Background: an optimization exercise with open tools, aiming at small area and a short achievable clock period. Do not read the settings as production practice.

==> run a <==
Design fpm_top, start of the top module:
module fpm_top (
  input  logic        clk,
  input  logic        rst_n,
  input  logic [2:0]  r_mode,
  input  logic [31:0] fp_x,
  input  logic [31:0] fp_y,
  output logic [31:0] fp_z,
  output logic        ovrf,
  output logic        udrf
);
export LEC_CHECK = 0
export CAP_MARGIN = 20
export CORE_MARGIN = 2
export CORE_UTILIZATION = 55
export CTS_BUF_LIST = sky130_fd_sc_hd__clkbuf_4 sky130_fd_sc_hd__clkbuf_8
export SLEW_MARGIN = 20
export SYNTH_HIERARCHICAL = 1
create_clock -name core_clock -period 12.5 [get_ports {clk}]
standard.sh (not shown) runs the stock make flow with config.mk's settings and CLKGATE_MAP_FILE= SYNTH_SCRIPT=/design/flow/synth_recipe.tcl, a recipe that flattens the netlist after the stock synthesis.
==> flow/flow/run.sh <==
#!/bin/bash
# The standard synthesis and layout; repair aims for 7.5 ns of setup slack
set -euo pipefail
bash standard.sh synth > synth.log 2>&1
bash standard.sh finish SETUP_SLACK_MARGIN=7.5 "BUFFER_PORTS_ARGS=-buffer_cell sky130_fd_sc_hd__buf_2" > layout.log 2>&1
==> run b (differences from run a) <==
==> flow/flow/run.sh (replaced) <==
#!/bin/bash
# The standard synthesis and layout; repair aims for 7 ns of setup slack
set -euo pipefail
bash standard.sh synth > synth.log 2>&1
bash standard.sh finish SETUP_SLACK_MARGIN=7 "BUFFER_PORTS_ARGS=-buffer_cell sky130_fd_sc_hd__buf_2" > layout.log 2>&1
==> run c (differences from run a) <==
--- a/flow/design.v
+++ b/flow/design.v
@@ -843,40 +843,42 @@
     rmm2_q  <= rmm_q;
     rdir2_q <= rdir_q;
     nan2_q  <= nan_c;
     sg2_q   <= sg_c;
     inf_q2  <= inf_s;
     zer_q2  <= zer_s;
     nrm_q2  <= nrm_s;
   end
-  logic h, ru1, ru0, c, sx;
+  logic h, g, s, lsb, ru, c, sx;
+  logic [22:0] k;
   assign h   = p_q[25];         
-  assign ru1 = (rne2_q & p_q[1] & (p_q[0] | st_q | p_q[2])) | (rmm2_q & p_q[1]) | (rdir2_q & (p_q[1] | p_q[0] | st_q));
-  assign ru0 = (rne2_q & p_q[0] & (st_q | p_q[1])) | (rmm2_q & p_q[0]) | (rdir2_q & (p_q[0] | st_q));
-  assign c   = ~h & ru0 & (&p_q[23:1]);    
-  assign sx  = h | c;                      
-  logic [22:0] i1, i0, f1, f0;
+  assign k   = h ? p_q[24:2] : p_q[23:1];
+  assign g   = h ? p_q[1] : p_q[0];
+  assign s   = st_q | (h & p_q[0]);
+  assign lsb = h ? p_q[2] : p_q[1];
+  assign ru  = (rne2_q & g & (s | lsb)) | (rmm2_q & g) | (rdir2_q & (g | s));
+  assign c   = ~h & ru & (&p_q[23:1]);    
+  assign sx  = h | c;                     
+  logic [22:0] i1, i0, frac;
   assign i1 = p_q[24:2] + 23'd1;
   assign i0 = p_q[23:1] + 23'd1;
-  assign f1 = ru1 ? i1 : p_q[24:2];
-  assign f0 = ru0 ? i0 : p_q[23:1];    
-  logic inf_o, zer_o, nrm, nrmf;
+  assign frac = ru ? (h ? i1 : i0) : k;
+  logic inf_o, zer_o, nrm;
   assign inf_o = sx ? inf_q2[1] : inf_q2[0];
   assign zer_o = sx ? zer_q2[1] : zer_q2[0];
   assign nrm   = sx ? nrm_q2[1] : nrm_q2[0];
-  assign nrmf  = h ? nrm_q2[1] : nrm_q2[0];   
   logic [7:0] ez;
   assign ez = e_q + {7'd0, sx};
   assign ovrf = inf_o;
   assign udrf = zer_o;
   assign fp_z[31]    = sg2_q;
   assign fp_z[30:23] = (nan2_q | inf_o) ? 8'hff : (nrm ? ez : 8'h00);
-  assign fp_z[22]    = nan2_q | (nrmf & (h ? f1[22] : f0[22]));
-  assign fp_z[21:0]  = nrmf ? (h ? f1[21:0] : f0[21:0]) : 22'd0;
+  assign fp_z[22]    = nan2_q | (nrm & frac[22]);
+  assign fp_z[21:0]  = nrm ? frac[21:0] : 22'd0;
 endmodule
 module fpm_fa (input logic a, input logic b, input logic c, output logic s, output logic co);
   assign s  = a ^ b ^ c;
   assign co = (a & b) | (a & c) | (b & c);
 endmodule
 module fpm_bsel (input logic one, input logic two, input logic neg, input logic a, input logic b, output logic pp);
   assign pp = ((one & a) | (two & b)) ^ neg;
 endmodule
==> flow/flow/run.sh (replaced) <==
#!/bin/bash
# The standard synthesis and layout; repair aims for 6 ns of setup slack
set -euo pipefail
bash standard.sh synth > synth.log 2>&1
bash standard.sh finish SETUP_SLACK_MARGIN=6 "BUFFER_PORTS_ARGS=-buffer_cell sky130_fd_sc_hd__buf_2" > layout.log 2>&1
Settings changed: CORE_UTILIZATION 55 to 40, CTS_BUF_LIST sky130_fd_sc_hd__clkbuf_4 sky130_fd_sc_hd__clkbuf_8 to default.
==> run d (differences from run a) <==
--- a/flow/design.v
+++ b/flow/design.v
@@ -501,16 +501,17 @@
   logic [47:0] ra, rb;
   assign ra = {t568, t566, t564, t562, t560, t558, t556, t554, t552, t550, t548, t546, t544, t542, t540, t538, t536, t534, t532, t530, t528, t526, t524, t522, t520, t518, t516, t514, t512, t510, t508, t506, t504, t502, t500, t498, t496, t494, t492, t490, t488, t486, t484, t482, t480, t479, pp0[1], bneg[0]};
   assign rb = {~my[22], t567, t565, t563, t561, t559, t557, t555, t553, t551, t549, t547, t545, t543, t541, t539, t537, t535, t533, t531, t529, t527, t525, t523, t521, t519, t517, t515, t513, t511, t509, t507, t505, t503, t501, t499, t497, t495, t493, t491, t489, t487, t485, t483, t481, pp1[0], 1'b0, pp0[0]};
   logic [21:0] zt;
   assign zt = (ra[21:0] ^ rb[21:0]) ^ {(ra[20:0] | rb[20:0]), 1'b0};
   logic st_lo;    
   assign st_lo = |zt;
   logic [47:0] p;
+  logic c23;
   logic g0_1, q0_1, g0_3, q0_3, g0_5, q0_5, g0_7, q0_7, g0_9, q0_9, g0_11, q0_11, g0_13, q0_13, g0_15, q0_15, g0_17, q0_17, g0_19, q0_19, g0_21, q0_21, g0_23, q0_23, g0_25, q0_25, g0_27, q0_27, g0_29, q0_29, g0_31, q0_31, g0_33, q0_33, g0_35, q0_35, g0_37, q0_37, g0_39, q0_39, g0_41, q0_41, g0_43, q0_43, g0_45, q0_45, g0_47, q0_47, g1_2, q1_2, g1_3, q1_3, g1_6, q1_6, g1_7, q1_7, g1_10, q1_10, g1_11, q1_11, g1_14, q1_14, g1_15, q1_15, g1_18, q1_18, g1_19, q1_19, g1_22, q1_22, g1_23, q1_23, g1_26, q1_26, g1_27, q1_27, g1_30, q1_30, g1_31, q1_31, g1_34, q1_34, g1_35, q1_35, g1_38, q1_38, g1_39, q1_39, g1_42, q1_42, g1_43, q1_43, g1_46, q1_46, g1_47, q1_47, g2_4, q2_4, g2_5, q2_5, g2_6, q2_6, g2_7, q2_7, g2_12, q2_12, g2_13, q2_13, g2_14, q2_14, g2_15, q2_15, g2_20, q2_20, g2_21, q2_21, g2_22, q2_22, g2_23, q2_23, g2_28, q2_28, g2_29, q2_29, g2_30, q2_30, g2_31, q2_31, g2_36, q2_36, g2_37, q2_37, g2_38, q2_38, g2_39, q2_39, g2_44, q2_44, g2_45, q2_45, g2_46, q2_46, g2_47, q2_47, g3_8, q3_8, g3_9, q3_9, g3_10, q3_10, g3_11, q3_11, g3_12, q3_12, g3_13, q3_13, g3_14, q3_14, g3_15, q3_15, g3_24, q3_24, g3_25, q3_25, g3_26, q3_26, g3_27, q3_27, g3_28, q3_28, g3_29, q3_29, g3_30, q3_30, g3_31, q3_31, g3_40, q3_40, g3_41, q3_41, g3_42, q3_42, g3_43, q3_43, g3_44, q3_44, g3_45, q3_45, g3_46, q3_46, g3_47, q3_47, g4_16, q4_16, g4_17, q4_17, g4_18, q4_18, g4_19, q4_19, g4_20, q4_20, g4_21, q4_21, g4_22, q4_22, g4_23, q4_23, g4_24, q4_24, g4_25, q4_25, g4_26, q4_26, g4_27, q4_27, g4_28, q4_28, g4_29, q4_29, g4_30, q4_30, g4_31, q4_31, g5_32, q5_32, g5_33, q5_33, g5_34, q5_34, g5_35, q5_35, g5_36, q5_36, g5_37, q5_37, g5_38, q5_38, g5_39, q5_39, g5_40, q5_40, g5_41, q5_41, g5_42, q5_42, g5_43, q5_43, g5_44, q5_44, g5_45, q5_45, g5_46, q5_46, g5_47, q5_47;
   logic [47:0] ag, ap;
   assign ag = ra & rb;
   assign ap = ra ^ rb;
   fpm_ao21 u_g0_1 (.g(ag[1]), .p(ap[1]), .c(ag[0]), .y(g0_1));
   assign q0_1 = ap[1] & ap[0];
   fpm_ao21 u_g0_3 (.g(ag[3]), .p(ap[3]), .c(ag[2]), .y(g0_3));
   assign q0_3 = ap[3] & ap[2];
@@ -761,16 +762,17 @@
   fpm_ao21 u_g5_44 (.g(g3_44), .p(q3_44), .c(g4_31), .y(g5_44));
   assign q5_44 = q3_44 & q4_31;
   fpm_ao21 u_g5_45 (.g(g3_45), .p(q3_45), .c(g4_31), .y(g5_45));
   assign q5_45 = q3_45 & q4_31;
   fpm_ao21 u_g5_46 (.g(g3_46), .p(q3_46), .c(g4_31), .y(g5_46));
   assign q5_46 = q3_46 & q4_31;
   fpm_ao21 u_g5_47 (.g(g3_47), .p(q3_47), .c(g4_31), .y(g5_47));
   assign q5_47 = q3_47 & q4_31;
+  assign c23 = g4_22;    
   assign p[0] = ap[0];
   assign p[1] = ap[1] ^ ag[0];
   assign p[2] = ap[2] ^ g0_1;
   assign p[3] = ap[3] ^ g1_2;
   assign p[4] = ap[4] ^ g1_3;
   assign p[5] = ap[5] ^ g2_4;
   assign p[6] = ap[6] ^ g2_5;
   assign p[7] = ap[7] ^ g2_6;
@@ -828,49 +830,54 @@
   assign un_s[0] = eb_q[9] | (eb_q == 10'd0);
   assign un_s[1] = eb_q[9];
   logic [1:0] inf_s, zer_s, nrm_s;
   assign inf_s = {2{inf_c}} | ({2{nrm_c}} & ov_s);
   assign zer_s = {2{zer_c}} | ({2{nrm_c}} & un_s);
   assign nrm_s = {2{nrm_c}} & ~ov_s & ~un_s;
   logic [25:0] p_q;
   logic [7:0]  e_q;
-  logic st_q, rne2_q, rmm2_q, rdir2_q, nan2_q, sg2_q;
+  logic all1;
+  assign all1 = (&(ap[45:24] ^ ag[44:23])) & (c23 ^ ap[23]);
+  logic st_q, rne2_q, rmm2_q, rdir2_q, nan2_q, sg2_q, all1_q;
   logic [1:0] inf_q2, zer_q2, nrm_q2;
   always_ff @(posedge clk) begin
     p_q     <= p[47:22];
     st_q    <= st_lo;
+    all1_q  <= all1;
     e_q     <= eb_q[7:0];
     rne2_q  <= rne_q;
     rmm2_q  <= rmm_q;
     rdir2_q <= rdir_q;
     nan2_q  <= nan_c;
     sg2_q   <= sg_c;
     inf_q2  <= inf_s;
     zer_q2  <= zer_s;
     nrm_q2  <= nrm_s;
   end
   logic h, ru1, ru0, c, sx;
   assign h   = p_q[25];         
   assign ru1 = (rne2_q & p_q[1] & (p_q[0] | st_q | p_q[2])) | (rmm2_q & p_q[1]) | (rdir2_q & (p_q[1] | p_q[0] | st_q));
   assign ru0 = (rne2_q & p_q[0] & (st_q | p_q[1])) | (rmm2_q & p_q[0]) | (rdir2_q & (p_q[0] | st_q));
-  assign c   = ~h & ru0 & (&p_q[23:1]);    
+  assign c   = ~h & ru0 & all1_q;    
   assign sx  = h | c;                      
   logic [22:0] i1, i0, f1, f0;
   assign i1 = p_q[24:2] + 23'd1;
   assign i0 = p_q[23:1] + 23'd1;
   assign f1 = ru1 ? i1 : p_q[24:2];
   assign f0 = ru0 ? i0 : p_q[23:1];    
   logic inf_o, zer_o, nrm, nrmf;
   assign inf_o = sx ? inf_q2[1] : inf_q2[0];
   assign zer_o = sx ? zer_q2[1] : zer_q2[0];
   assign nrm   = sx ? nrm_q2[1] : nrm_q2[0];
   assign nrmf  = h ? nrm_q2[1] : nrm_q2[0];   
   logic [7:0] ez;
-  assign ez = e_q + {7'd0, sx};
+  logic [7:0] e1;
+  assign e1 = e_q + 8'd1;
+  assign ez = sx ? e1 : e_q;
   assign ovrf = inf_o;
   assign udrf = zer_o;
   assign fp_z[31]    = sg2_q;
   assign fp_z[30:23] = (nan2_q | inf_o) ? 8'hff : (nrm ? ez : 8'h00);
   assign fp_z[22]    = nan2_q | (nrmf & (h ? f1[22] : f0[22]));
   assign fp_z[21:0]  = nrmf ? (h ? f1[21:0] : f0[21:0]) : 22'd0;
 endmodule
 module fpm_fa (input logic a, input logic b, input logic c, output logic s, output logic co);
==> flow/flow/run.sh (replaced) <==
#!/bin/bash
# The standard synthesis and layout; repair aims for 7 ns of setup slack
set -euo pipefail
bash standard.sh synth > synth.log 2>&1
bash standard.sh finish SETUP_SLACK_MARGIN=7 "BUFFER_PORTS_ARGS=-buffer_cell sky130_fd_sc_hd__buf_2" > layout.log 2>&1
Settings changed: GPL_TIMING_DRIVEN from default to 0.
==> qor summary <==
Run status: run c complete, no violations; run b complete, no violations; run a complete, no violations; run d complete, no violations
Number of buffers and inverters on the critical path: run c 2; run b 1; run a 1; run d 1
Number of distinct library cells after synthesis: run c 60; run b 51; run a 51; run d 56
Number of flip-flops and latches: run c 122; run b 122; run a 122; run d 123
Slew at the pin with the worst max-slew slack: run c 1072 ps; run b 701.6 ps; run a 622.6 ps; run d 825.4 ps
Final worst-path cycle share: run c 48.91%; run b 42.79%; run a 42.19%; run d 43.91%
Capture endpoint of the worst hold path: run c rne2_q$_DFF_P_; run b rdir2_q$_DFF_P_; run a rdir2_q$_DFF_P_; run d rne2_q$_DFF_P_
GP Congestion: run c 0.8831; run b 0.8678; run a 0.8640; run d 0.8546
Layout cells sized above 1: run c 12.27%; run b 15.85%; run a 26.08%; run d 21.56%
Length in cells of the worst reg-to-reg path: run c 17; run b 16; run a 16; run d 16
Clock latency at the later pin of the worst-skew pair: run c 430 ps; run b 520 ps; run a 530 ps; run d 490 ps
Maximum number of pins on one net before global-route repair: run c 46; run b 28; run a 27; run d 28
Critical path data arrival time: run c 6460 ps; run b 5710 ps; run a 5660 ps; run d 5830 ps
Endpoint of the worst register-to-register path: run c p_q[13]$_DFF_P_; run b p_q[11]$_DFF_P_; run a p_q[17]$_DFF_P_; run d p_q[13]$_DFF_P_
Post-CTS Setup Bufs: run c 0; run b 3; run a 182; run d 53
Multi-input logic portion of the cell area: run c 74.98%; run b 74.27%; run a 71.00%; run d 71.50%
No run of this note included a check of the RTL's function; only the layout flow was run.

==> static timing again, ports no longer ideal <==
Ports are ideal in the flow. The routed layouts listed here were re-timed in OpenROAD.
Step 1: set_driving_cell puts a clkbuf_16 on clk and a buf_2 on each other input, an assumption about the parent block.
Step 2 times the ports against the registers' clock, not the clock port: input delays grow and output delays shrink by t, the midpoint of the rising clock arrivals with the driver on.
Slacks: no drivers / after step 1 / after step 2; pairs: no drivers / after step 1.
run | t (ns) | slack for setup (ns) | worst setup path after step 2 | clock arrival spread, ns
run a | 0.557 | 7.226 / 7.226 / 7.226 | register to register | 0.038 / 0.038
run b | 0.548 | 7.151 / 7.151 / 7.151 | register to register | 0.042 / 0.042
run c | 0.485 | 6.386 / 6.386 / 6.386 | register to register | 0.010 / 0.010
run d | 0.534 | 7.012 / 7.012 / 7.012 | register to register | 0.018 / 0.018
After both steps every run listed still meets setup and hold.
